This is an optimization exercise on Yosys and OpenROAD, whose aim is small area, a short achievable clock period and few clock cycles per item, not a production implementation.
In this exercise RTL edits were held to simulation tests only and were not proved equivalent to the original.
Power figures rest on the tool's default switching activity, not on a simulated workload.

File: design/flow/design.v
`timescale 1ns / 1ps
package ljf_pkg;
    localparam int IDENT_W     = 8;
    localparam int LEN_W       = 16;
    localparam int TICK_W      = 16;
    localparam int COUNT_OUT_W = 5;
    localparam int QUEUE_DEPTH = 16;
    localparam logic OP_ARRIVE = 1'b0;
    localparam logic OP_TICK   = 1'b1;
    typedef struct packed {
        logic [IDENT_W-1:0] ident;
        logic [LEN_W-1:0]   length;
        logic [TICK_W-1:0]  arrival;    
    } t_entry;
    typedef struct packed {
        logic insert;
        logic pop;
    } t_cell_cmd;
endpackage
`timescale 1ns / 1ps
module ljf_cell (
    input  logic               i_clk,
    input  ljf_pkg::t_cell_cmd i_cmd,
    input  logic               i_valid,        
    input  logic               i_take,         
    input  logic [ljf_pkg::LEN_W-1:0] i_x_len_n,   
    input  logic               i_new_gt_x,     
    input  ljf_pkg::t_entry    i_new,
    input  ljf_pkg::t_entry    i_prev,
    input  logic               i_prev_keep,    
    input  logic               i_prev_now,     
    input  ljf_pkg::t_entry    i_next,
    input  logic               i_next_now,     
    output ljf_pkg::t_entry    o_entry,
    output logic               o_keep,
    output logic               o_now
);
    localparam int LW = ljf_pkg::LEN_W;
    localparam int EW = ljf_pkg::IDENT_W + ljf_pkg::LEN_W + ljf_pkg::TICK_W;
    ljf_pkg::t_entry r_entry;
    ljf_pkg::t_entry n_entry;
    logic            r_keep;
    logic            n_keep;
    function automatic logic gt_tree(input logic [LW-1:0] a, input logic [LW-1:0] bn);
        logic [LW-1:0] g;
        logic [LW-1:0] p;
        g = a & bn;
        p = a | bn;
        for (int w = 1; w < LW; w = w * 2) begin
            for (int i = 0; i < LW; i += 2 * w) begin
                g[i + 2*w - 1] = g[i + 2*w - 1] | (p[i + 2*w - 1] & g[i + w - 1]);
                p[i + 2*w - 1] = p[i + 2*w - 1] & p[i + w - 1];
            end
        end
        gt_tree = g[LW-1];
    endfunction
    assign o_now   = i_valid && gt_tree(r_entry.length, i_x_len_n);
    assign o_keep  = r_keep;
    assign o_entry = r_entry;
    logic s_next, s_prev, s_new, s_hold;
    assign s_next = i_cmd.pop;
    assign s_prev = i_cmd.insert && !i_prev_keep;
    assign s_new  = i_cmd.insert && i_prev_keep && !r_keep;
    assign s_hold = !(s_next || s_prev || s_new);
    assign n_entry = ({EW{s_next}} & i_next)
                   | ({EW{s_prev}} & i_prev)
                   | ({EW{s_new}}  & i_new)
                   | ({EW{s_hold}} & r_entry);
    assign n_keep = (s_next && i_next_now)
                  | (s_prev && i_prev_now)
                  | (s_new  && i_new_gt_x)
                  | (s_hold && o_now);
    always_ff @(posedge i_clk) begin
        r_entry <= n_entry;
        if (i_take) begin
            r_keep <= n_keep;
        end
    end
endmodule
`timescale 1ns / 1ps
module ljf_chain #(
    parameter int DEPTH = ljf_pkg::QUEUE_DEPTH
) (
    input  logic               i_clk,
    input  ljf_pkg::t_cell_cmd i_cmd,
    input  logic [DEPTH-1:0]   i_valid,      
    input  logic               i_take,
    input  logic [ljf_pkg::LEN_W-1:0] i_x_len_n,
    input  logic               i_new_gt_x,
    input  ljf_pkg::t_entry    i_new,
    output ljf_pkg::t_entry    o_head,
    output logic               o_head_keep,   
    output ljf_pkg::t_entry    o_second
);
    localparam int EW = ljf_pkg::IDENT_W + ljf_pkg::LEN_W + ljf_pkg::TICK_W;
    logic [DEPTH*EW-1:0] w_entry;
    logic [DEPTH-1:0]    w_keep;
    logic [DEPTH-1:0]    w_now;
    for (genvar g = 0; g < DEPTH; g++) begin : g_cell
        ljf_pkg::t_entry w_prev;
        ljf_pkg::t_entry w_next;
        logic            w_prev_keep;
        logic            w_prev_now;
        logic            w_next_now;
        if (g == 0) begin : g_first
            assign w_prev      = '0;
            assign w_prev_keep = 1'b1;
            assign w_prev_now  = 1'b1;
        end else begin : g_mid
            assign w_prev      = w_entry[(g-1)*EW +: EW];
            assign w_prev_keep = w_keep[g-1];
            assign w_prev_now  = w_now[g-1];
        end
        if (g == DEPTH - 1) begin : g_last
            assign w_next     = '0;
            assign w_next_now = 1'b0;
        end else begin : g_inner
            assign w_next     = w_entry[(g+1)*EW +: EW];
            assign w_next_now = w_now[g+1];
        end
        ljf_cell u_cell (
            .i_clk       (i_clk),
            .i_cmd       (i_cmd),
            .i_valid     (i_valid[g]),
            .i_take      (i_take),
            .i_x_len_n   (i_x_len_n),
            .i_new_gt_x  (i_new_gt_x),
            .i_new       (i_new),
            .i_prev      (w_prev),
            .i_prev_keep (w_prev_keep),
            .i_prev_now  (w_prev_now),
            .i_next      (w_next),
            .i_next_now  (w_next_now),
            .o_entry     (w_entry[g*EW +: EW]),
            .o_keep      (w_keep[g]),
            .o_now       (w_now[g])
        );
    end
    assign o_head      = w_entry[0 +: EW];
    assign o_head_keep = w_keep[0];
    assign o_second    = w_entry[EW +: EW];
endmodule
`timescale 1ns / 1ps
module longest_job_first_scheduler #(
    parameter int QUEUE_DEPTH = ljf_pkg::QUEUE_DEPTH
) (
    input  logic                              i_clk,
    input  logic                              i_rst_n,
    input  logic                              i_in_valid,
    output logic                              o_in_stall,
    input  logic                              i_operation,
    input  logic [ljf_pkg::IDENT_W-1:0]       i_job_ident,
    input  logic [ljf_pkg::LEN_W-1:0]         i_job_length,
    output logic                              o_out_valid,
    input  logic                              i_out_stall,
    output logic                              o_accepted,
    output logic                              o_dispatch_valid,
    output logic [ljf_pkg::IDENT_W-1:0]       o_dispatch_ident,
    output logic [ljf_pkg::TICK_W-1:0]        o_dispatch_wait,
    output logic                              o_finish_valid,
    output logic [ljf_pkg::IDENT_W-1:0]       o_finish_ident,
    output logic                              o_server_busy,
    output logic [ljf_pkg::COUNT_OUT_W-1:0]   o_waiting_count
);
    localparam int CNT_W = $clog2(QUEUE_DEPTH + 1);
    localparam int IW    = ljf_pkg::IDENT_W;
    localparam int LW    = ljf_pkg::LEN_W;
    localparam int TW    = ljf_pkg::TICK_W;
    localparam int CW    = ljf_pkg::COUNT_OUT_W;
    localparam int RW = 1 + 1 + IW + TW + 1 + IW + 1 + CW;
    localparam int R1W = 1 + 1 + TW + 1 + IW;
    logic                 r_a_valid;
    logic                 r_in_stall;    
    logic                 r_a_tick;
    logic                 r_a_lenok;
    logic [IW-1:0]        r_a_ident;
    logic [LW-1:0]        r_a_len;
    logic [TW-1:0]        r_tick;
    logic [TW-1:0]        r_head_wait;   
    logic                 r_run_flag;
    logic                 r_run_zero;    
    logic                 r_run_free;    
    logic                 r_insert;      
    logic                 r_dispatch;    
    logic [IW-1:0]        r_run_ident;
    logic [LW-1:0]        r_run_left;
    logic [CNT_W-1:0]     r_count;
    logic                 n_run_flag;
    logic                 n_run_zero;
    logic [IW-1:0]        n_run_ident;
    logic [LW-1:0]        n_run_left;
    logic [CNT_W-1:0]     n_count;
    logic                 r_out_valid;
    logic [RW-1:0]        r_out0;
    logic                 r_out1_valid;
    logic [R1W-1:0]       r_out1;
    logic [RW-1:0]        w_out1;
    logic                 w_go;
    logic                 w_take;
    logic                 w_load;        
    logic                 w_out_take;
    logic                 w_out0_load;
    logic                 w_insert;
    logic                 w_finish;
    logic                 w_dispatch;
    logic                 w_full;
    logic                 w_head_valid;
    logic [QUEUE_DEPTH-1:0] w_valid;
    logic                 w_new_gt_x;
    logic [RW-1:0]        w_result;
    ljf_pkg::t_entry      w_head;
    ljf_pkg::t_entry      w_second;
    logic                 w_head_keep;
    ljf_pkg::t_entry      w_new;
    ljf_pkg::t_cell_cmd   w_cmd;
    assign w_go        = r_a_valid && !r_out1_valid;
    assign o_in_stall  = r_in_stall;
    assign w_take      = i_in_valid && !o_in_stall;
    assign w_load      = !o_in_stall;
    assign w_out_take  = r_out_valid && !i_out_stall;
    assign w_out0_load = !r_out_valid || w_out_take;
    assign w_insert   = r_insert;
    assign w_finish   = w_go && r_a_tick && r_run_flag && r_run_zero;
    assign w_dispatch = r_dispatch;
    for (genvar k = 0; k < QUEUE_DEPTH; k++) begin : g_valid
        assign w_valid[k] = (r_count > CNT_W'(k));
    end
    logic n_a_valid;
    logic n_out1_valid;
    logic n_go;
    logic n_a_tick;
    logic n_a_lenok;
    assign n_a_valid    = i_in_valid || o_in_stall;
    assign n_out1_valid = (r_out1_valid || w_go) && !w_out0_load;
    assign n_go         = n_a_valid && !n_out1_valid;
    assign n_a_tick     = w_load ? (i_operation == ljf_pkg::OP_TICK) : r_a_tick;
    assign n_a_lenok    = w_load ? (i_job_length != '0) : r_a_lenok;
    assign w_head_valid = (n_count != '0);
    assign w_full       = (n_count == CNT_W'(QUEUE_DEPTH));
    assign w_new.ident   = r_a_ident;
    assign w_new.length  = r_a_len;
    assign w_new.arrival = r_tick - TW'(1);
    assign w_cmd.insert = w_insert;
    assign w_cmd.pop    = w_dispatch;
    ljf_chain #(
        .DEPTH (QUEUE_DEPTH)
    ) u_chain (
        .i_clk       (i_clk),
        .i_cmd       (w_cmd),
        .i_valid     (w_valid),
        .i_new       (w_new),
        .i_take      (w_load),
        .i_x_len_n   (~i_job_length),
        .i_new_gt_x  (w_new_gt_x),
        .o_head      (w_head),
        .o_head_keep (w_head_keep),
        .o_second    (w_second)
    );
    function automatic logic gt_tree(input logic [LW-1:0] a, input logic [LW-1:0] bn);
        logic [LW-1:0] g;
        logic [LW-1:0] p;
        g = a & bn;
        p = a | bn;
        for (int w = 1; w < LW; w = w * 2) begin
            for (int i = 0; i < LW; i += 2 * w) begin
                g[i + 2*w - 1] = g[i + 2*w - 1] | (p[i + 2*w - 1] & g[i + w - 1]);
                p[i + 2*w - 1] = p[i + 2*w - 1] & p[i + w - 1];
            end
        end
        gt_tree = g[LW-1];
    endfunction
    assign w_new_gt_x = gt_tree(r_a_len, ~i_job_length);
    always_comb begin
        n_run_flag  = r_run_flag;
        n_run_zero  = r_run_zero;
        n_run_ident = r_run_ident;
        n_run_left  = r_run_left;
        n_count     = r_count;
        if (w_insert) begin
            n_count = r_count + CNT_W'(1);
        end
        if (w_go && r_a_tick) begin
            if (w_dispatch) begin
                n_run_flag  = 1'b1;
                n_run_ident = w_head.ident;
                n_run_left  = w_head.length - LW'(1);
                n_run_zero  = (w_head.length == LW'(1));
                n_count     = r_count - CNT_W'(1);
            end else if (w_finish) begin
                n_run_flag = 1'b0;
            end else if (r_run_flag) begin
                n_run_left = r_run_left - LW'(1);
                n_run_zero = (r_run_left == LW'(1));
            end
        end
    end
    assign w_result = {w_insert,
                       w_dispatch,
                       w_dispatch ? w_head.ident : IW'(0),
                       w_dispatch ? r_head_wait : TW'(0),
                       w_finish,
                       w_finish ? r_run_ident : IW'(0),
                       n_run_flag,
                       CW'(n_count)};
    always_ff @(posedge i_clk) begin
        if (!i_rst_n) begin
            r_a_valid    <= 1'b0;
            r_in_stall   <= 1'b0;
            r_out_valid  <= 1'b0;
            r_out1_valid <= 1'b0;
            r_tick       <= '0;
            r_run_flag   <= 1'b0;
            r_run_zero   <= 1'b0;
            r_run_free   <= 1'b1;
            r_count      <= '0;
            r_insert     <= 1'b0;
            r_dispatch   <= 1'b0;
        end else begin
            r_a_valid    <= n_a_valid;
            r_in_stall   <= n_a_valid && n_out1_valid;
            r_out_valid  <= r_out1_valid || w_go || !w_out0_load;
            r_out1_valid <= n_out1_valid;
            r_insert     <= n_go && !n_a_tick && n_a_lenok && !w_full;
            r_dispatch   <= n_go && n_a_tick && (!n_run_flag || n_run_zero) && w_head_valid;
            if (w_go && r_a_tick) begin
                r_tick <= r_tick + TW'(1);
            end
            if (w_dispatch) begin
                r_head_wait <= r_tick - w_second.arrival;
            end else if (w_go && r_a_tick) begin
                r_head_wait <= r_head_wait + TW'(1);
            end else if (w_insert && !w_head_keep) begin
                r_head_wait <= '0;
            end
            r_run_flag  <= n_run_flag;
            r_run_zero  <= n_run_zero;
            r_run_free  <= !n_run_flag || n_run_zero;
            r_count     <= n_count;
        end
    end
    assign w_out1 = {r_out1[R1W-1],
                     r_out1[R1W-2],
                     r_out1[R1W-2] ? r_run_ident : IW'(0),
                     r_out1[R1W-3 -: TW],
                     r_out1[IW],
                     r_out1[IW-1:0],
                     r_run_flag,
                     CW'(r_count)};
    always_ff @(posedge i_clk) begin
        r_run_ident <= n_run_ident;
        r_run_left  <= n_run_left;
        r_a_tick  <= n_a_tick;
        r_a_lenok <= n_a_lenok;
        if (w_load) begin
            r_a_ident <= i_job_ident;
            r_a_len   <= i_job_length;
        end
        if (w_out0_load) begin
            r_out0 <= r_out1_valid ? w_out1 : w_result;
        end
        if (w_go && !w_out0_load) begin
            r_out1 <= {w_result[RW-1 -: 2], w_result[RW-3-IW -: TW + 1 + IW]};
        end
    end
    assign o_out_valid = r_out_valid;
    assign {o_accepted,
            o_dispatch_valid,
            o_dispatch_ident,
            o_dispatch_wait,
            o_finish_valid,
            o_finish_ident,
            o_server_busy,
            o_waiting_count} = r_out0;
endmodule
File: design/flow/run.sh
#!/bin/bash
# synth_recipe.tcl (not shown) runs the flow's synth.tcl, then flattens the netlist and writes it again
# the make line also repeats each setting of config.mk as NAME=value (left out here)
make -C /OpenROAD-flow-scripts/flow DESIGN_CONFIG=/design/flow/config.mk WORK_HOME=/design/flow/orfs CLKGATE_MAP_FILE= SYNTH_SCRIPT=/design/flow/synth_recipe.tcl finish
File: design/flow/config.mk
export PLATFORM = sky130hd
export DESIGN_NAME = longest_job_first_scheduler
export DESIGN_NICKNAME = longest_job_first_scheduler
export VERILOG_FILES = /design/flow/design.v
export SDC_FILE = /design/flow/constraint.sdc
export NUM_CORES = 4
export LEC_CHECK = 0
export CAP_MARGIN = 20
export CORE_MARGIN = 4
export CORE_UTILIZATION = 40
export SETUP_SLACK_MARGIN = 3.0
export SLEW_MARGIN = 20
File: design/flow/constraint.sdc
create_clock -name core_clock -period 5.5 [get_ports {i_clk}]
set_input_delay 1.1000 -clock core_clock [delete_from_list [all_inputs] [get_ports {i_clk}]]
set_output_delay 1.1000 -clock core_clock [all_outputs]
set_load 0.01 [all_outputs]
==> impl_results.md, run 1 <==
- Fin nets: 4290
- Slew Viols, Final: 0
- Worst-Skew Late Latency: 0.66 ns
- Area grow syn2layout: 18.77%
- FF-to-FF Start: r_count[1]
- Top_reg_cell synth: dfxtp_1
- Multi-input logic area: about 0.020 mm^2
- Initial Util: 0.4049
- Pre-antenna DRT Iters: 17
- Netlist cell types: a little under 90
- Final setup violating endpoints: 0
- CP Launch Type: input pin
- Row cnt: about 110
- CP Class: input pin to flip-flop
- Drt wl/cell: approximately 24 um
- CTS tree: built
- Largest fanout on the critical path: 4
- Drt total wl: approximately 130000 um
- Fin crit period: 2.752 ns
- Run status: no timing/DRC/antenna violations
- Maximum clock path buffer count: 3
- WP data arrival: 3.17 ns
- Layout cell share with drive strength beyond 1: 0.1435
- Clk_skew: 0.02676 ns
- Grt ovf: 0
- Die footprint: slightly above 0.1 mm^2
- DR vias: 36530
- R2R depth: 9
- Yosys warning count: 2
- Post-synth EDFFs: 148
- DP Wirelength: approximately 86000 um
- Post-route DRC: 0
- Crit path max-delay family: compound AO/OA/AOI/OAI gates
- Pwr dens: approximately 350 mW/mm^2
- Post-Syn Area: slightly below 0.04 mm^2
- Vias per inst: approximately 6.6
- Global-route wire length before repair: a little over 200000 um
- Unrepaired setup endpoints after global routing: true
- Post-Place Cells: 5280
- Antenna violations before repair: 2
- Initial drt markers: approximately 8100
- RR Endpoint: u_chain.g_cell[10].u_cell.r_keep
- Worst min-delay path class: flip-flop to flip-flop
- Setup total negative slack: 0 ns
- All-Layer GR Usage: 0.2454
- Reg-to-reg setup timing slack: between 2 and 3 ns
- Beginning of the worst hold path: u_chain.g_cell[1].u_cell.r_entry[24]
- Most common cell after layout, fill and taps aside: nand2_1
- Most frequent cells in the layout: nand2_1, dfxtp_1, a222oi_1, o21ai_0, buf_4
- Synth Register Bits: between 800 and 900
- CTS root buf: clkbuf_16
- Final Hold Fails: 0
- WP buf/inv: 4
- Non-filler instance count after layout: about 5600
- Worst-path clk slew: about 0.060 ns
- I/O Buffers: 71
- Worst Hold End: u_chain.g_cell[1].u_cell.r_entry[24]
- Leak Pwr: 0.01812 uW
- Core area: 0.09529 mm^2
- Largest net degree at the start of global routing: approximately 180
- Period utilization: 0.5004
- Reg area: between 0.015 and 0.02 mm^2
- Req. time, crit path: about 5.9 ns
- Filler cells: between 8000 and 9000
- Die Ht: 318.6 um
- Slowest stage delay, CP: about 0.42 ns
- Hold depth: 2
- Endpoint class of the critical path: flip-flop
- Die width: around 320 um
- Antenna viol nets, final: 0
- Fmax: 363.3 MHz
- GPL Wtd Cong: 0.9519
- H-tree depth: 3
- Cell count after synthesis: approximately 4300
- Async S/R FF share, synth: 0
- Worst-path cell chain: buf_12, buf_4, buf_6, buf_8, nor2_4, a21o_1, a32oi_2, a221oi_4, a2111oi_4, nor2_4, a221o_1, a21o_1
- TritonCTS Buffers: 88
- Num ports: roughly 70
- Mapped Nets: 4343
- VDD IR-drop max: 0.0002544 V
- Mean post-synth cell area: about 9 um^2
- CTS Sinks: about 820
- Vias in the first global route: 32850
- Seq/Total Area, Yosys: 0.4634
- Slowest cell on the critical path: a2111oi_4
- Max-cap violations: 0
- Relative slew slack: 0.1674
- Worst slew pin tran: between 1 and 1.5 ns
[per-stage QoR]
step | worst slack, ns | instance area (um^2) | hold WS (ns) | utilization | power (uW)
detailed placement | 1.287 | 40350 | 0.4487 | 0.4234 | 9248
global route | 2.712 | 45820 | 0.4710 | 0.4808 | 16530
global placement | 1.298 | 40350 | 0.4455 | 0.4234 | 9224
floorplan | 2.467 | 39020 | 0.4305 | - | 8532
finish | 2.748 | 45820 | 0.4637 | 0.4808 | 15930
CTS | 2.853 | 45030 | 0.4591 | 0.4726 | 15820
[synthesized netlist by cell type, types with 29 or more instances]
cell type,number,area share
nor2_1,124,0.012
nand2b_1,50,0.0081
o221ai_1,32,0.0073
a21oi_1,121,0.016
a21o_1,30,0.0058
nor2b_1,57,0.0092
o22ai_1,40,0.0065
nand2_1,894,0.087
and2_1,41,0.0066
inv_1,134,0.013
xnor2_1,40,0.0091
xor2_1,36,0.0082
o21ai_0,296,0.038
nor3_1,52,0.0067
a222oi_1,572,0.15
nand3_1,31,0.0040
a22oi_1,60,0.012
clkbuf_1,371,0.036
edfxtp_1,148,0.12
dfxtp_1,671,0.35
maj3_1,29,0.0075
[final cells by class]
cell class,count,share of cell area
multi-input combinational,2900,0.4297
sequential,819,0.3907
timing repair buffer,277,0.06051
clock buffer,125,0.05797
tap,1265,0.03454
inverter,145,0.01461
clock inverter,41,0.01171
timing repair inverter,1,0.0001911
antenna,1,0.00005461
[worst register-to-register path: stages (launching register included)]
cell	delay (ns)
dfxtp_1	0.41
ha_1	0.31
o21ba_2	0.23
o21ai_1	0.59
nor4b_1	0.28
o21ai_0	0.16
o211ai_1	0.17
buf_4	0.18
nand2_1	0.05
o211ai_1	0.13
[sequential cells by signal, summed over array words and instances, names as in the netlist, 5 cells and up]
register                       flops
u_chain.g_cell.u_cell.r_keep      16
r_a_len                           16
r_count                            5
r_head_wait                       16
r_out0                            41
u_chain.g_cell.u_cell.r_entry    640
r_a_ident                          8
r_tick                            16
r_out1                            27
r_run_left                        16
r_run_ident                        8
[report_power, final]
part / switching (uW) / internal [uW]
registers: 702 / 6620
clock network: 2610 / 3820
logic: 1290 / 891
total: 4600 / 11300
[metal layers]
layer  routed length [um]  global-route usage
met5                   13                   0
met4                 3856             0.07810
met3                15600             0.04703
met2                56940              0.3607
met1                57330              0.3620
[how the worst max path moves through the flow]
stage	slack, ns	to	depth (start not counted)	from
global placement	1.30	u_chain.g_cell[3].u_cell.r_keep	10	i_job_length[5]
global route	2.71	u_chain.g_cell[4].u_cell.r_keep	12	i_job_length[0]
floorplan	2.47	u_chain.g_cell[7].u_cell.r_keep	10	i_job_length[1]
CTS	2.85	u_chain.g_cell[6].u_cell.r_keep	10	i_job_length[0]
detailed placement	1.29	u_chain.g_cell[3].u_cell.r_keep	9	i_job_length[6]
finish	2.75	u_chain.g_cell[4].u_cell.r_keep	12	i_job_length[0]
[cell families (layout without fill, tap and decap cells)]
| family | after synthesis | count (layout) | synth area share |
|---|---|---|---|
| mux | 20 | 20 | 0.005773 |
| other cells | 0 | 1 | 0 |
| buf+inv | 575 | 589 | 0.05789 |
| compound gates | 1394 | 1394 | 0.2875 |
| fa+ha+maj | 64 | 64 | 0.01887 |
| simple gates | 1337 | 1346 | 0.1493 |
| flops | 819 | 819 | 0.4634 |
| xor+xnor | 76 | 76 | 0.01725 |
[repair_timing]
action / CTS / global route
pin swaps: 66 / 78
cloned: 13 / 3
resized for setup: 302 / 85
buffers inserted: 78 / 33
hold buffers: 0 / 0
endpoints found under the setup margin: 681 / 124
Testbench counts, summed over its fixed seeds: cycles 12,016, items 12,000.
==> run 2: changes to the inputs <==
--- a/design/flow/design.v
+++ b/design/flow/design.v
@@ -67,13 +67,12 @@
                    | ({EW{s_new}}  & i_new)
                    | ({EW{s_hold}} & r_entry);
-    assign n_keep = (s_next && i_next_now)
-                  | (s_prev && i_prev_now)
-                  | (s_new  && i_new_gt_x)
-                  | (s_hold && o_now);
+    assign n_keep = (i_take && s_next && i_next_now)
+                  | (i_take && s_prev && i_prev_now)
+                  | (i_take && s_new  && i_new_gt_x)
+                  | (i_take && s_hold && o_now)
+                  | (!i_take && r_keep);
     always_ff @(posedge i_clk) begin
         r_entry <= n_entry;
-        if (i_take) begin
-            r_keep <= n_keep;
-        end
+        r_keep  <= n_keep;
     end
 endmodule
--- a/design/flow/config.mk
+++ b/design/flow/config.mk
@@ -9,4 +9,5 @@
 export CORE_MARGIN = 4
 export CORE_UTILIZATION = 40
+export CTS_BUF_LIST = sky130_fd_sc_hd__clkbuf_8
 export SETUP_SLACK_MARGIN = 3.0
 export SLEW_MARGIN = 20
==> run 2 against run 1 <==
Maximum frequency increased by 1.0%. Combinational power grew 24%. Worst setup slack gained 0.028 ns. Sequential cell count unchanged. Worst hold slack worse by 0.0041 ns. Sequential share of layout area grew 0.83 points. Utilization fell by 1.2 points.
==> impl_results.md, run 2 <==
- Antenna viol nets, final: 0
- Post-Syn Area: roughly 0.038 mm^2
- Die width: about 320 um
- Clock Power Share: 0.345
- Setup total negative slack: 0 ns
- Synth top cells by count: nand2_1, dfxtp_1, a222oi_1, clkbuf_1, o21ai_0
- Synth Register Bits: between 800 and 900
- Antenna violations before repair: 2
- Top_reg_cell synth: dfxtp_1
- Final Hold Fails: 0
- VDD IR-drop max: 0.0001860 V
- Row cnt: 113
- Initial drt markers: 6316
- WP data arrival: between 3 and 4 ns
- Die Ht: about 320 um
- Pre-antenna DRT Iters: 15
- Fin nets: about 4300
- Num ports: 72
- Seq/Total Area, Yosys: 0.4632
- Largest net degree at the start of global routing: ~100
- I/O Buffers: around 70
- Async S/R FF share, synth: 0
- Sw power: roughly 5000 uW
- Cell count after synthesis: 4267
- Period utilization: 0.4953
- Worst slew pin tran: about 1.0 ns
- DR vias: between 30000 and 40000
- Endpoint class of the critical path: flip-flop
- CTS tree: built
- Yosys top cell by area: dfxtp_1
- Max-cap violations: 0
- Worst-Skew Late Latency: approximately 0.82 ns
- CTS root buf: clkbuf_8
- Req. time, crit path: about 6.2 ns
- Worst min-delay path class: flip-flop to flip-flop
- DP Wirelength: ~86000 um
- Post-synth EDFFs: around 130
- Unrepaired setup endpoints after global routing: true
- Largest fanout on the critical path: 6
- Final setup violating endpoints: 0
- Netlist cell types: 85
- Area grow syn2layout: 16.31%
- Reg-to-reg setup timing slack: 2.79 ns
- Grt ovf: 0
- GPL Wtd Cong: between 0.9 and 1
- CP Class: input pin to flip-flop
- Core area: 0.09487 mm^2
- Largest register FFs: 640
- Power Internal: roughly 11000 uW
- Leak Pwr: 0.01772 uW
- Sequential power share: 0.485
- Fin crit period: about 2.7 ns
- Filler cells: 9038
- Hold depth: 2
- All-Layer GR Usage: 0.2473
- Most frequent cells in the layout: nand2_1, dfxtp_1, a222oi_1, o21ai_0, buf_4
- Die footprint: approximately 0.1 mm^2
- DP Area: roughly 0.040 mm^2
- Slew Viols, Final: 0
- Synth top area share: 0.3595
- Synth top area cells: dfxtp_1, a222oi_1, edfxtp_1
- Regs by FF count: u_chain.g_cell.u_cell.r_entry: 640 flops, r_out0: 41 flops, r_out1: 27 flops
- FF-to-FF Start: r_a_len[1]
- Combinational share of power: 0.170
- Mapped Nets: ~4300
- Biggest register: u_chain.g_cell.u_cell.r_entry
- Count leader, synth: nand2_1
- Most common cell after layout, fill and taps aside: nand2_1
- Mean post-synth cell area: approximately 9.0 um^2
- Drt total wl: around 130000 um
- Vias per inst: 6.387
- Layout cell share with drive strength beyond 1: 0.1600
- H-tree depth: 4
- R2R depth: 10
- Worst-path clk slew: approximately 0.060 ns
- Global-route wire length before repair: about 200000 um
- TritonCTS Buffers: approximately 150
- Pwr dens: between 300 and 400 mW/mm^2
- Core Util, Final: 0.4690
- Sw Share: 0.3215
- Post-layout instance area: around 0.044 mm^2
- CP Launch Type: input pin
- Vias in the first global route: 34240
- Clk_skew: about 0.024 ns
- Setup crit start: i_job_length[5]
- Beginning of the worst hold path: u_chain.g_cell[1].u_cell.r_entry[32]
- CTS Sinks: 819
- Relative slew slack: 0.3277
- Run status: no timing/DRC/antenna violations
- Drt wl/cell: between 20 and 25 um
- Post-route DRC: 0
- Fmax: 367.1 MHz
- # hold bufs at CTS: 0
- Initial Util: 0.4032
- Maximum clock path buffer count: 3
- Yosys warning count: 2
## run 2: cell type report
type / count / area (um^2) / share of cell area
clock buffer: 178 / 2450 / 0.05506
clock inverter: 73 / 341.6 / 0.007678
timing repair inverter: 2 / 12.51 / 0.0002812
sequential: 819 / 17750 / 0.3990
multi-input combinational: 2881 / 19250 / 0.4326
antenna: 4 / 10.01 / 0.0002250
tap: 1265 / 1583 / 0.03558
inverter: 136 / 574.3 / 0.01291
timing repair buffer: 298 / 2522 / 0.05670
## run 2: repair_timing
action / CTS / global route
gates cloned: 5 / 2
resized for setup: 387 / 61
buffers inserted: 85 / 24
endpoints found under the setup margin: 664 / 374
endpoints found under the hold margin: 0 / 0
pin swaps: 70 / 33
## run 2: logic make-up (layout without fill, tap and decap cells)
| logic type | count (synthesis) | count (layout) | share of synthesized area |
|---|---|---|---|
| and+or+nand+nor | 1298 | 1302 | 0.1446 |
| adders and majority gates | 71 | 71 | 0.02090 |
| other | 0 | 4 | 0 |
| DFF | 819 | 819 | 0.4632 |
| muxes | 22 | 22 | 0.006411 |
| AOI/OAI and AO/OA | 1407 | 1407 | 0.2899 |
| xor gates and xnor gates | 79 | 79 | 0.01809 |
| buffers and inverters | 571 | 687 | 0.05698 |
## run 2: worst paths after layout
kind / to
worst max-delay path: u_chain.g_cell[1].u_cell.r_keep
worst min-delay path: u_chain.g_cell[1].u_cell.r_entry[32]
worst min register to register: u_chain.g_cell[1].u_cell.r_entry[32]
worst max register to register: u_chain.g_cell[4].u_cell.r_keep
## run 2: per-stage QoR
stage | total power [uW] | cells | hold slack (ns) | setup slack (ns)
detailed placement | 10260 | 5285 | 0.4494 | 0.9226
global placement | 10220 | 5285 | 0.4443 | 0.9040
global route | 16740 | 5654 | 0.4755 | 2.703
finish | 15990 | 5656 | 0.4596 | 2.776
floorplan | 9242 | 4267 | 0.4064 | 2.438
CTS | 15950 | 5626 | 0.4498 | 2.752
## run 2: power groups by stage
stage | sequential (uW) | clock (uW) | combinational, uW
detailed placement | 7860 | 0 | 2400
CTS | 7730 | 5640 | 2580
floorplan | 7390 | 0 | 1850
global route | 7840 | 5920 | 2980
global placement | 7850 | 0 | 2360
finish | 7750 | 5520 | 2710
## run 2: critical path, stage by stage
cell and delay (ns):
buf_2 0.14, clkinvlp_4 0.23, buf_12 0.21, maj3_1 0.35
a31oi_1 0.17, o21ai_0 0.18, o31ai_1 0.29, o21ai_1 0.18
a32oi_1 0.22, o21ai_0 0.09, a221o_1 0.26
## run 2: per-layer routing
metal / up-vias / share of wire / wire length, um / global-route usage
li1: 16550 / - / - / -
met1: 17700 / 0.42 / 54540 / 0.3264
met2: 1592 / 0.47 / 61890 / 0.4071
met3: 284 / 0.072 / 9363 / 0.03773
met4: 0 / 0.035 / 4596 / 0.09928
met5: - / 0 / 0 / 0
Testbench counts of run 2, summed over its fixed seeds: cycles 12,016, items 12,000.
==> run 3: changes to the inputs <==
--- a/design/flow/design.v
+++ b/design/flow/design.v
@@ -25,14 +25,18 @@
     input  logic               i_take,         
     input  logic [ljf_pkg::LEN_W-1:0] i_x_len_n,   
-    input  logic               i_new_gt_x,     
+    input  logic               i_ins_p,        
+    input  logic               i_pop_p,        
+    input  logic               i_gt_p,         
     input  ljf_pkg::t_entry    i_new,
     input  ljf_pkg::t_entry    i_prev,
     input  logic               i_prev_keep,    
-    input  logic               i_prev_now,     
+    input  logic               i_prev_raw,     
+    input  logic               i_prev_kp,      
     input  ljf_pkg::t_entry    i_next,
-    input  logic               i_next_now,     
+    input  logic               i_next_raw,     
     output ljf_pkg::t_entry    o_entry,
     output logic               o_keep,
-    output logic               o_now
+    output logic               o_raw,
+    output logic               o_kp
 );
     localparam int LW = ljf_pkg::LEN_W;
@@ -40,6 +44,8 @@
     ljf_pkg::t_entry r_entry;
     ljf_pkg::t_entry n_entry;
-    logic            r_keep;
-    logic            n_keep;
+    logic            r_raw;
+    logic            r_kp;
+    logic            w_now;
+    logic            w_keep;
     function automatic logic gt_tree(input logic [LW-1:0] a, input logic [LW-1:0] bn);
         logic [LW-1:0] g;
@@ -55,11 +61,21 @@
         gt_tree = g[LW-1];
     endfunction
-    assign o_now   = i_valid && gt_tree(r_entry.length, i_x_len_n);
-    assign o_keep  = r_keep;
+    assign w_now = i_valid && gt_tree(r_entry.length, i_x_len_n);
+    logic p_next, p_prev, p_new;
+    assign p_next = i_pop_p;
+    assign p_prev = i_ins_p && !i_prev_kp;
+    assign p_new  = i_ins_p && i_prev_kp && !r_kp;
+    assign w_keep = (p_next && i_next_raw)
+                  | (p_prev && i_prev_raw)
+                  | (p_new  && i_gt_p)
+                  | (!(p_next || p_prev || p_new) && r_raw);
+    assign o_keep  = w_keep;
+    assign o_raw   = r_raw;
+    assign o_kp    = r_kp;
     assign o_entry = r_entry;
     logic s_next, s_prev, s_new, s_hold;
     assign s_next = i_cmd.pop;
     assign s_prev = i_cmd.insert && !i_prev_keep;
-    assign s_new  = i_cmd.insert && i_prev_keep && !r_keep;
+    assign s_new  = i_cmd.insert && i_prev_keep && !w_keep;
     assign s_hold = !(s_next || s_prev || s_new);
     assign n_entry = ({EW{s_next}} & i_next)
@@ -67,12 +83,8 @@
                    | ({EW{s_new}}  & i_new)
                    | ({EW{s_hold}} & r_entry);
-    assign n_keep = (i_take && s_next && i_next_now)
-                  | (i_take && s_prev && i_prev_now)
-                  | (i_take && s_new  && i_new_gt_x)
-                  | (i_take && s_hold && o_now)
-                  | (!i_take && r_keep);
     always_ff @(posedge i_clk) begin
         r_entry <= n_entry;
-        r_keep  <= n_keep;
+        r_raw   <= i_take ? w_now : w_keep;
+        r_kp    <= w_keep;
     end
 endmodule
@@ -86,5 +98,7 @@
     input  logic               i_take,
     input  logic [ljf_pkg::LEN_W-1:0] i_x_len_n,
-    input  logic               i_new_gt_x,
+    input  logic               i_ins_p,
+    input  logic               i_pop_p,
+    input  logic               i_gt_p,
     input  ljf_pkg::t_entry    i_new,
     output ljf_pkg::t_entry    o_head,
@@ -95,26 +109,30 @@
     logic [DEPTH*EW-1:0] w_entry;
     logic [DEPTH-1:0]    w_keep;
-    logic [DEPTH-1:0]    w_now;
+    logic [DEPTH-1:0]    w_raw;
+    logic [DEPTH-1:0]    w_kp;
     for (genvar g = 0; g < DEPTH; g++) begin : g_cell
         ljf_pkg::t_entry w_prev;
         ljf_pkg::t_entry w_next;
         logic            w_prev_keep;
-        logic            w_prev_now;
-        logic            w_next_now;
+        logic            w_prev_raw;
+        logic            w_prev_kp;
+        logic            w_next_raw;
         if (g == 0) begin : g_first
             assign w_prev      = '0;
             assign w_prev_keep = 1'b1;
-            assign w_prev_now  = 1'b1;
+            assign w_prev_raw  = 1'b1;
+            assign w_prev_kp   = 1'b1;
         end else begin : g_mid
             assign w_prev      = w_entry[(g-1)*EW +: EW];
             assign w_prev_keep = w_keep[g-1];
-            assign w_prev_now  = w_now[g-1];
+            assign w_prev_raw  = w_raw[g-1];
+            assign w_prev_kp   = w_kp[g-1];
         end
         if (g == DEPTH - 1) begin : g_last
             assign w_next     = '0;
-            assign w_next_now = 1'b0;
+            assign w_next_raw = 1'b0;
         end else begin : g_inner
             assign w_next     = w_entry[(g+1)*EW +: EW];
-            assign w_next_now = w_now[g+1];
+            assign w_next_raw = w_raw[g+1];
         end
         ljf_cell u_cell (
@@ -124,14 +142,18 @@
             .i_take      (i_take),
             .i_x_len_n   (i_x_len_n),
-            .i_new_gt_x  (i_new_gt_x),
+            .i_ins_p     (i_ins_p),
+            .i_pop_p     (i_pop_p),
+            .i_gt_p      (i_gt_p),
             .i_new       (i_new),
             .i_prev      (w_prev),
             .i_prev_keep (w_prev_keep),
-            .i_prev_now  (w_prev_now),
+            .i_prev_raw  (w_prev_raw),
+            .i_prev_kp   (w_prev_kp),
             .i_next      (w_next),
-            .i_next_now  (w_next_now),
+            .i_next_raw  (w_next_raw),
             .o_entry     (w_entry[g*EW +: EW]),
             .o_keep      (w_keep[g]),
-            .o_now       (w_now[g])
+            .o_raw       (w_raw[g]),
+            .o_kp        (w_kp[g])
         );
     end
@@ -177,4 +199,7 @@
     logic [TW-1:0]        r_tick;
     logic [TW-1:0]        r_head_wait;   
+    logic [TW-1:0]        r_succ_wait;   
+    logic                 r_popped;      
+    logic [TW-1:0]        w_head_wait;
     logic                 r_run_flag;
     logic                 r_run_zero;    
@@ -206,5 +231,7 @@
     logic                 w_head_valid;
     logic [QUEUE_DEPTH-1:0] w_valid;
-    logic                 w_new_gt_x;
+    logic                 r_ins_p;       
+    logic                 r_pop_p;       
+    logic                 r_gt_p;        
     logic [RW-1:0]        w_result;
     ljf_pkg::t_entry      w_head;
@@ -251,5 +278,7 @@
         .i_take      (w_load),
         .i_x_len_n   (~i_job_length),
-        .i_new_gt_x  (w_new_gt_x),
+        .i_ins_p     (r_ins_p),
+        .i_pop_p     (r_pop_p),
+        .i_gt_p      (r_gt_p),
         .o_head      (w_head),
         .o_head_keep (w_head_keep),
@@ -269,5 +298,4 @@
         gt_tree = g[LW-1];
     endfunction
-    assign w_new_gt_x = gt_tree(r_a_len, ~i_job_length);
     always_comb begin
         n_run_flag  = r_run_flag;
@@ -297,5 +325,5 @@
                        w_dispatch,
                        w_dispatch ? w_head.ident : IW'(0),
-                       w_dispatch ? r_head_wait : TW'(0),
+                       w_dispatch ? w_head_wait : TW'(0),
                        w_finish,
                        w_finish ? r_run_ident : IW'(0),
@@ -315,7 +343,11 @@
             r_insert     <= 1'b0;
             r_dispatch   <= 1'b0;
+            r_ins_p      <= 1'b0;
+            r_pop_p      <= 1'b0;
         end else begin
             r_a_valid    <= n_a_valid;
             r_in_stall   <= n_a_valid && n_out1_valid;
+            r_ins_p      <= w_insert;
+            r_pop_p      <= w_dispatch;
             r_out_valid  <= r_out1_valid || w_go || !w_out0_load;
             r_out1_valid <= n_out1_valid;
@@ -325,10 +357,10 @@
                 r_tick <= r_tick + TW'(1);
             end
-            if (w_dispatch) begin
-                r_head_wait <= r_tick - w_second.arrival;
-            end else if (w_go && r_a_tick) begin
-                r_head_wait <= r_head_wait + TW'(1);
+            if (w_go && r_a_tick) begin
+                r_head_wait <= w_head_wait + TW'(1);
             end else if (w_insert && !w_head_keep) begin
                 r_head_wait <= '0;
+            end else begin
+                r_head_wait <= w_head_wait;
             end
             r_run_flag  <= n_run_flag;
@@ -346,5 +378,9 @@
                      r_run_flag,
                      CW'(r_count)};
+    assign w_head_wait = r_popped ? r_succ_wait : r_head_wait;
     always_ff @(posedge i_clk) begin
+        r_succ_wait <= r_tick - w_second.arrival;
+        r_gt_p      <= gt_tree(r_a_len, ~i_job_length);
+        r_popped    <= w_dispatch;
         r_run_ident <= n_run_ident;
         r_run_left  <= n_run_left;
--- a/design/flow/config.mk
+++ b/design/flow/config.mk
@@ -9,5 +9,4 @@
 export CORE_MARGIN = 4
 export CORE_UTILIZATION = 40
-export CTS_BUF_LIST = sky130_fd_sc_hd__clkbuf_8
-export SETUP_SLACK_MARGIN = 3.0
+export SETUP_SLACK_MARGIN = 3.3
 export SLEW_MARGIN = 20
==> run 3 against run 2 <==
Combinational power rose by 52%. Cell area rose by 9.5%. Clock-buffer cell count fell by 41. Total power rose by 30%. Synthesized area rose by 6.9%. Non-clock buffer count rose by 12. Worst setup slack improved by 0.39 ns. Wire length rose by 27%. Clock skew rose by 0.027 ns.
==> impl_results.md, run 3 <==
- Run status: no timing/DRC/antenna violations
- Netlist cell types: 94
- Largest fanout on the critical path: 2
- Crit path max-delay family: flip-flops
- Multi-input logic area: 0.02003 mm^2
- Antenna violations before repair: 4
- Global-route wire length before repair: between 200000 and 250000 um
- I/O Buffers: slightly above 70
- TritonCTS Buffers: slightly above 90
- WP data arrival: ~1.2 ns
- Slowest cell on the critical path: dfxtp_4
- DP Area: 0.04250 mm^2
- Synth top cells by count: dfxtp_1, a222oi_1, o21ai_0, inv_1, nand2_1
- CP Launch Type: flip-flop
- Final setup violating endpoints: 0
- Top Metal Used: met4
- Regs by FF count: u_chain.g_cell.u_cell.r_entry: 640 flops, r_out0: 41 flops, r_out1: 27 flops
- Worst min-delay path class: flip-flop to flip-flop
- Antenna cells: 0
- PnR Total Power: 20800 uW
- CP Class: flip-flop to output port
- Synth Register Bits: approximately 860
- Pwr dens: 427.1 mW/mm^2
- Fin nets: roughly 4600
- Req. time, crit path: 4.40 ns
- Setup total negative slack: 0 ns
- Largest register FFs: between 600 and 700
- Yosys top cell by area: dfxtp_1
- Num ports: 72
- Worst slew pin tran: about 1.1 ns
- CTS Sinks: roughly 860
- Mapped Nets: about 4600
- GPL Wtd Cong: roughly 0.98
- Synth top area share: 0.3539
- Endpoint class of the critical path: output port
- Post-Syn Area: about 0.041 mm^2
- DR vias: slightly below 40000
- Post-route DRC: 0
- Reg area: 0.01850 mm^2
- Relative slew slack: 0.2433
- Biggest register: u_chain.g_cell.u_cell.r_entry
- Area grow syn2layout: 19.07%
- Fin crit period: approximately 2.3 ns
- Unrepaired setup endpoints after global routing: true
- Die footprint: 0.1074 mm^2
- Layout cell share with drive strength beyond 1: 0.1604
- Most common cell after layout, fill and taps aside: dfxtp_1
- Async S/R FF share, synth: 0
- Yosys warning count: 2
- VDD IR-drop max: approximately 0.00025 V
- Die width: about 330 um
- Period utilization: 0.4251
- Post-synth EDFFs: between 100 and 150
- Largest net degree at the start of global routing: around 120
- Slowest stage delay, CP: roughly 0.35 ns
- Worst-Skew Late Latency: about 0.7 ns
- Vias per inst: approximately 6.6
- Final Hold Fails: 0
- All-Layer GR Usage: 0.2764
- Drt wl/cell: ~28 um
- Initial Util: 0.4026
- Most frequent cells in the layout: dfxtp_1, a222oi_1, inv_1, o21ai_0, nand2_1
- Mean post-synth cell area: between 9 and 10 um^2
- Top_reg_cell synth: dfxtp_1
- Fmax: approximately 430 MHz
- Post-layout instance area: 0.04870 mm^2
- Leak Pwr: approximately 0.020 uW
- Antenna viol nets, final: 0
- Row cnt: 117
- Hold_ws: 0.4392 ns
- Count leader, synth: dfxtp_1
- Drt total wl: between 150000 and 200000 um
- Met1 wire length: between 60000 and 70000 um
- Max-cap violations: 0
- Pre-antenna DRT Iters: 17
- Core area: just over 0.1 mm^2
- CTS root buf: clkbuf_16
- Worst-path clk slew: roughly 0.06 ns
- Worst-path cell chain: buf_12, buf_6
- Met2 wire length: just under 70000 um
- Filler cells: roughly 9500
- Vias in the first global route: between 30000 and 40000
- DP Wirelength: 93990 um
- Slew Viols, Final: 0
- Clk_skew: about 0.05 ns
- Seq/Total Area, Yosys: 0.4508
- Met3 Wirelength: approximately 20000 um
- CTS tree: built
- Initial drt markers: 9653
- WP buf/inv: 2
- Grt ovf: 0
- Cell count after synthesis: 4539
- Synth top area cells: dfxtp_1, a222oi_1, edfxtp_1
- H-tree depth: 3
- Maximum clock path buffer count: 3
- Die Ht: 327.8 um
-- run 3: logic make-up (layout without fill, tap and decap cells) --
group                      Yosys count  after routing  synth area share
AOI/OAI and AO/OA                 1719           1721            0.3169
adders and majority gates           48             48           0.01364
buffers and inverters              952            986           0.09312
xor gates and xnor gates            72             73           0.01606
muxes                               42             42           0.01101
DFF                                855            855            0.4508
and+or+nand+nor                    851            896           0.09850
-- run 3: area by class of cell --
cell class | count | area share
Multi-Input combinational cell | 2780 | 0.4112
Timing Repair Buffer | 310 | 0.06898
Timing Repair inverter | 3 | 0.0004625
Inverter | 501 | 0.04075
Tap cell | 1368 | 0.03515
Clock inverter | 35 | 0.008350
Clock buffer | 137 | 0.05531
Sequential cell | 855 | 0.3798
-- run 3: stage by stage --
step           setup WS (ns)    util  std cells
3_3_place_gp           1.790  0.4184       5632
4_1_cts                3.115  0.4653       5913
3_5_place_dp           1.767  0.4184       5632
2_1_floorplan          3.029       -       4539
6_report               3.162  0.4794       5989
5_1_grt                3.135  0.4794       5989
-- run 3: worst min-delay path, cell delays in order (launching register included) --
cell     delay [ns]
dfxtp_1        0.31
nand2_1        0.05
nand2_1        0.04
-- run 3: worst paths after layout --
| check | depth (start not counted) | end | slack [ns] | start |
|---|---|---|---|---|
| worst min-delay path | 2 | u_chain.g_cell[1].u_cell.r_entry[23] | 0.44 | u_chain.g_cell[1].u_cell.r_entry[23] |
| worst max register to register | 9 | u_chain.g_cell[10].u_cell.r_entry[25] | 3.26 | r_ins_p |
| worst min register to register | 2 | u_chain.g_cell[1].u_cell.r_entry[23] | 0.44 | u_chain.g_cell[1].u_cell.r_entry[23] |
| worst max-delay path | 2 | o_in_stall | 3.16 | r_in_stall |
-- run 3: layer usage --
metal	vias to the layer above	track usage
met5	-	0
met4	0	0.1374
met3	551	0.04816
met2	2906	0.4041
met1	18870	0.3924
li1	17370	-
-- run 3: where the power goes --
part	leakage, uW	internal, uW	switching (uW)	total (uW)
logic	0.0106	1840	2290	4130
registers	0.00739	8130	2130	10300
clock network	0.00153	3690	2720	6400
-- run 3: repair_timing --
| action | in CTS | in global routing |
|---|---|---|
| endpoints found under the setup margin | 763 | 665 |
| setup buffers | 67 | 51 |
| resized for setup | 455 | 199 |
| hold buffers | 0 | 0 |
| pin swaps | 41 | 60 |
| cloned | 42 | 25 |
Testbench counts of run 3, summed over its fixed seeds: cycles 12,016, items 12,000.
==> run 4: changes to the inputs <==
--- a/design/flow/config.mk
+++ b/design/flow/config.mk
@@ -9,4 +9,7 @@
 export CORE_MARGIN = 4
 export CORE_UTILIZATION = 40
-export SETUP_SLACK_MARGIN = 3.3
+export CTS_BUF_LIST = sky130_fd_sc_hd__clkbuf_16
+export CTS_CLUSTER_DIAMETER = 60
+export CTS_CLUSTER_SIZE = 20
+export SETUP_SLACK_MARGIN = 3.2
 export SLEW_MARGIN = 20
==> run 4 against run 3 <==
Global-route usage decreased by 0.95 points. Total power decreased by 4.0%. Worst hold slack improved by 0.0034 ns. Cell area decreased by 3.0%. Highest routed layer is now met5. Largest power group unchanged. Sequential share of layout area increased by 1.2 points. Largest cell class unchanged. Clock skew decreased by 0.022 ns.
==> impl_results.md, run 4 <==
- Drt wl/cell: 26.57 um
- Die Ht: about 330 um
- Clk_skew: approximately 0.028 ns
- Num ports: 72
- Count leader, synth: dfxtp_1
- Slew Viols, Final: 0
- Leak Pwr: 0.01891 uW
- Beginning of the worst hold path: u_chain.g_cell[1].u_cell.r_entry[11]
- Largest family of logic cells by synthesized area: compound AO/OA/AOI/OAI gates
- WP buf/inv: 4
- CP Launch Type: input pin
- CTS Sinks: around 860
- Fin crit period: roughly 2.3 ns
- VDD IR-drop max: roughly 0.00025 V
- Worst-path clk slew: ~0.07 ns
- Async S/R FF share, synth: 0
- DP Wirelength: roughly 94000 um
- CTS root buf: clkbuf_16
- Maximum clock path buffer count: 3
- H-tree depth: 3
- Biggest register: u_chain.g_cell.u_cell.r_entry
- Initial drt markers: roughly 9000
- Worst slew pin tran: 1.031 ns
- DP Area: roughly 0.042 mm^2
- Grt ovf: 0
- Sw power: 7145 uW
- Layout cell share with drive strength beyond 1: 0.1414
- Fin nets: 4542
- CTS tree: built
- I/O Buffers: 71
- Post-synthesis mux area share: 0.01101
- Synth top cells by count: dfxtp_1, a222oi_1, o21ai_0, inv_1, nand2_1
- Area grow syn2layout: 15.49%
- Sequential power share: 0.511
- Vias per inst: around 6.6
- Core area: between 0.1 and 0.15 mm^2
- Post-Synth Adder-Cell Area: 0.01364
- Setup crit start: i_job_length[4]
- Slowest cell on the critical path: a222oi_1
- Period utilization: 0.4240
- Area share of and/or/nand/nor cells after synthesis: 0.09850
- Setup total negative slack: 0 ns
- Combinational share of power: 0.199
- Netlist cell types: 94
- Run status: no timing/DRC/antenna violations
- Worst-path cell chain: clkdlybuf4s15_2, buf_12, clkinv_2, buf_4, a222oi_1, o21ai_1, a22oi_2, o21a_1, o21ai_0
- Most frequent cells in the layout: dfxtp_1, a222oi_1, inv_1, o21ai_0, nand2_1
- Req. time, crit path: approximately 6 ns
- Drt total wl: 157200 um
- FF-to-FF Start: r_insert
- Largest fanout on the critical path: 13
- Vias in the first global route: between 30000 and 40000
- Relative slew slack: 0.3034
- Power Internal: between 10000 and 15000 uW
- Crit path max-delay family: compound AO/OA/AOI/OAI gates
- Synth Register Bits: roughly 860
- Top_reg_cell synth: dfxtp_1
- CP Class: input pin to flip-flop
- Slowest stage delay, CP: approximately 0.34 ns
- Final setup violating endpoints: 0
- Post-route DRC: 0
- Most common cell after layout, fill and taps aside: dfxtp_1
- Pre-antenna DRT Iters: 20
- Yosys warning count: 2
- Cell count after synthesis: between 4000 and 5000
- Yosys top cell by area: dfxtp_1
- DR vias: roughly 39000
- Largest register FFs: 640
- Pwr dens: about 420 mW/mm^2
- Antenna viol nets, final: 0
- Post-layout instance area: between 0.04 and 0.05 mm^2
- Seq/Total Area, Yosys: 0.4508
- Endpoint class of the critical path: flip-flop
- Fmax: ~430 MHz
- Worst-Skew Late Latency: around 0.66 ns
- # hold bufs at CTS: 0
- TritonCTS Buffers: 78
- GPL Wtd Cong: around 0.99
- Max-cap violations: 0
- Unrepaired setup endpoints after global routing: true
- Die width: 327.8 um
- Mean post-synth cell area: between 9 and 10 um^2
- Mapped Nets: approximately 4600
- Synth top area cells: dfxtp_1, a222oi_1, edfxtp_1
- Largest net degree at the start of global routing: between 100 and 150
- WP data arrival: 2.87 ns
- Sw Share: 0.3578
- Post-synth EDFFs: about 130
- Post-Syn Area: around 0.041 mm^2
- XOR/XNOR Fraction of Synth Area: 0.01606
- Worst min-delay path class: flip-flop to flip-flop
- Row cnt: ~120
- Die footprint: about 0.11 mm^2
- Antenna violations before repair: 5
- Synth top area share: 0.3539
- Initial Util: 0.4026
- Final Hold Fails: 0
- Clock Power Share: 0.290
- All-Layer GR Usage: 0.2669
- Regs by FF count: u_chain.g_cell.u_cell.r_entry: 640 flops, r_out0: 41 flops, r_out1: 27 flops
- PnR Total Power: 19970 uW
- Global-route wire length before repair: ~230000 um
- Compound-Gate Fraction of Synth Area: 0.3169
[run 4: cell types whose count changed in the layout (fill, tap and decap cells not counted), moves of 14 or more]
cell	change
and2_4	-17
buf_12	-20
clkbuf_1	-23
clkbuf_16	-15
clkbuf_8	-19
inv_6	+14
o21ai_0	+27
o21ai_1	-24
[run 4: kinds of logic after synthesis]
logic type	after synthesis
adders and majority gates	48
muxes	42
DFF	855
xor gates and xnor gates	72
AOI/OAI and AO/OA	1719
and+or+nand+nor	851
buffers and inverters	952
[run 4: metrics by stage]
stage / instances / setup WS [ns] / utilization / hold slack [ns]
after detailed placement: 5630 / 1.671 / 0.4172 / 0.4326
after global placement: 5630 / 1.629 / 0.4172 / 0.4289
after CTS: 5865 / 3.145 / 0.4563 / 0.4429
final: 5917 / 3.168 / 0.4650 / 0.4426
after global routing: 5916 / 3.128 / 0.4649 / 0.4606
after floorplan: 4539 / 3.029 / - / 0.3450
[run 4: layer usage]
layer / wire (um) / GRT usage / vias up
met2: 65140 / 0.3900 / 2639
met3: 18270 / 0.04623 / 422
met1: 64610 / 0.3806 / 18490
met5: 13 / 0 / -
met4: 9172 / 0.1295 / 2
li1: - / - / 17260
[run 4: worst reg2reg max path, cell delays in order, from the launching register on]
cell	delay, ns
dfxtp_4	0.42
buf_12	0.22
inv_4	0.19
a211oi_4	0.39
and2_1	0.29
nor3_4	0.07
buf_4	0.22
a221o_1	0.31
[run 4: cell type report]
type                       instances  area, um^2
antenna                            1       2.502
clock buffer                      79        1977
clock inverter                    64       688.2
fill                            9567       54360
inverter                         501        1954
multi-input combinational       2766       19660
sequential                       855       18510
tap                             1368        1712
timing repair buffer             282        2731
timing repair inverter             1       7.507
[run 4: final timing paths]
path | endpoint | slack (ns) | cells after the start
setup / recovery | u_chain.g_cell[14].u_cell.r_raw | 3.17 | 9
hold reg to reg | u_chain.g_cell[1].u_cell.r_entry[11] | 0.44 | 2
hold / removal | u_chain.g_cell[1].u_cell.r_entry[11] | 0.44 | 2
setup reg to reg | u_chain.g_cell[2].u_cell.r_entry[24] | 3.25 | 7
[run 4: power groups by stage]
stage | Combinational (uW) | Sequential, uW | Clock, uW
floorplan | 2860 | 9320 | 0
global placement | 3550 | 10200 | 0
detailed placement | 3620 | 10100 | 0
CTS | 3780 | 10000 | 5870
global route | 4410 | 10300 | 6130
finish | 3980 | 10200 | 5780
[run 4: what timing repair did]
| item | in CTS | in global routing |
|---|---|---|
| endpoints found under the setup margin | 813 | 659 |
| gates cloned | 32 | 15 |
| buffers inserted | 60 | 36 |
| gates resized for setup | 395 | 137 |
| pin swaps | 36 | 39 |

-- separate check: timing with driven ports --
In the flow no input, the clock included, has a driving cell. The finished layouts below were timed again as built, in two steps.
Step 1 (the two cells are an assumption about what drives the block):
set clk [get_ports {i_clk}]
set_driving_cell -lib_cell sky130_fd_sc_hd__clkbuf_16 $clk
set_driving_cell -lib_cell sky130_fd_sc_hd__buf_2 [delete_from_list [all_inputs] $clk]
Step 2, shift: input delay + t, output delay - t, t = (earliest + latest rising clock arrival at the registers) / 2. This alone moves slack from input paths to output paths.
Three values: no drivers, after step 1, after step 2; two values: the first two.
run | shift t [ns] | setup WS [ns] | worst register clock-pin slew, ns | worst data-port slew with drivers (ns) | cell pins on the clock port's net
run 1 | 0.728 | 2.748 / 2.702 / 1.974 | 0.07 / 0.07 | 0.12 | 1
run 2 | 0.887 | 2.776 / 2.790 / 1.933 | 0.07 / 0.07 | 0.06 | 1
run 3 | 0.744 | 3.162 / 3.092 / 2.551 | 0.07 / 0.07 | 0.11 | 1
run 4 | 0.716 | 3.168 / 3.142 / 2.496 | 0.08 / 0.08 | 0.10 | 1
After both steps setup and hold are still met in every run listed. For run 2, which loses most, drivers alone change the setup slack by +0.014 ns; drivers and shift together by -0.843 ns.
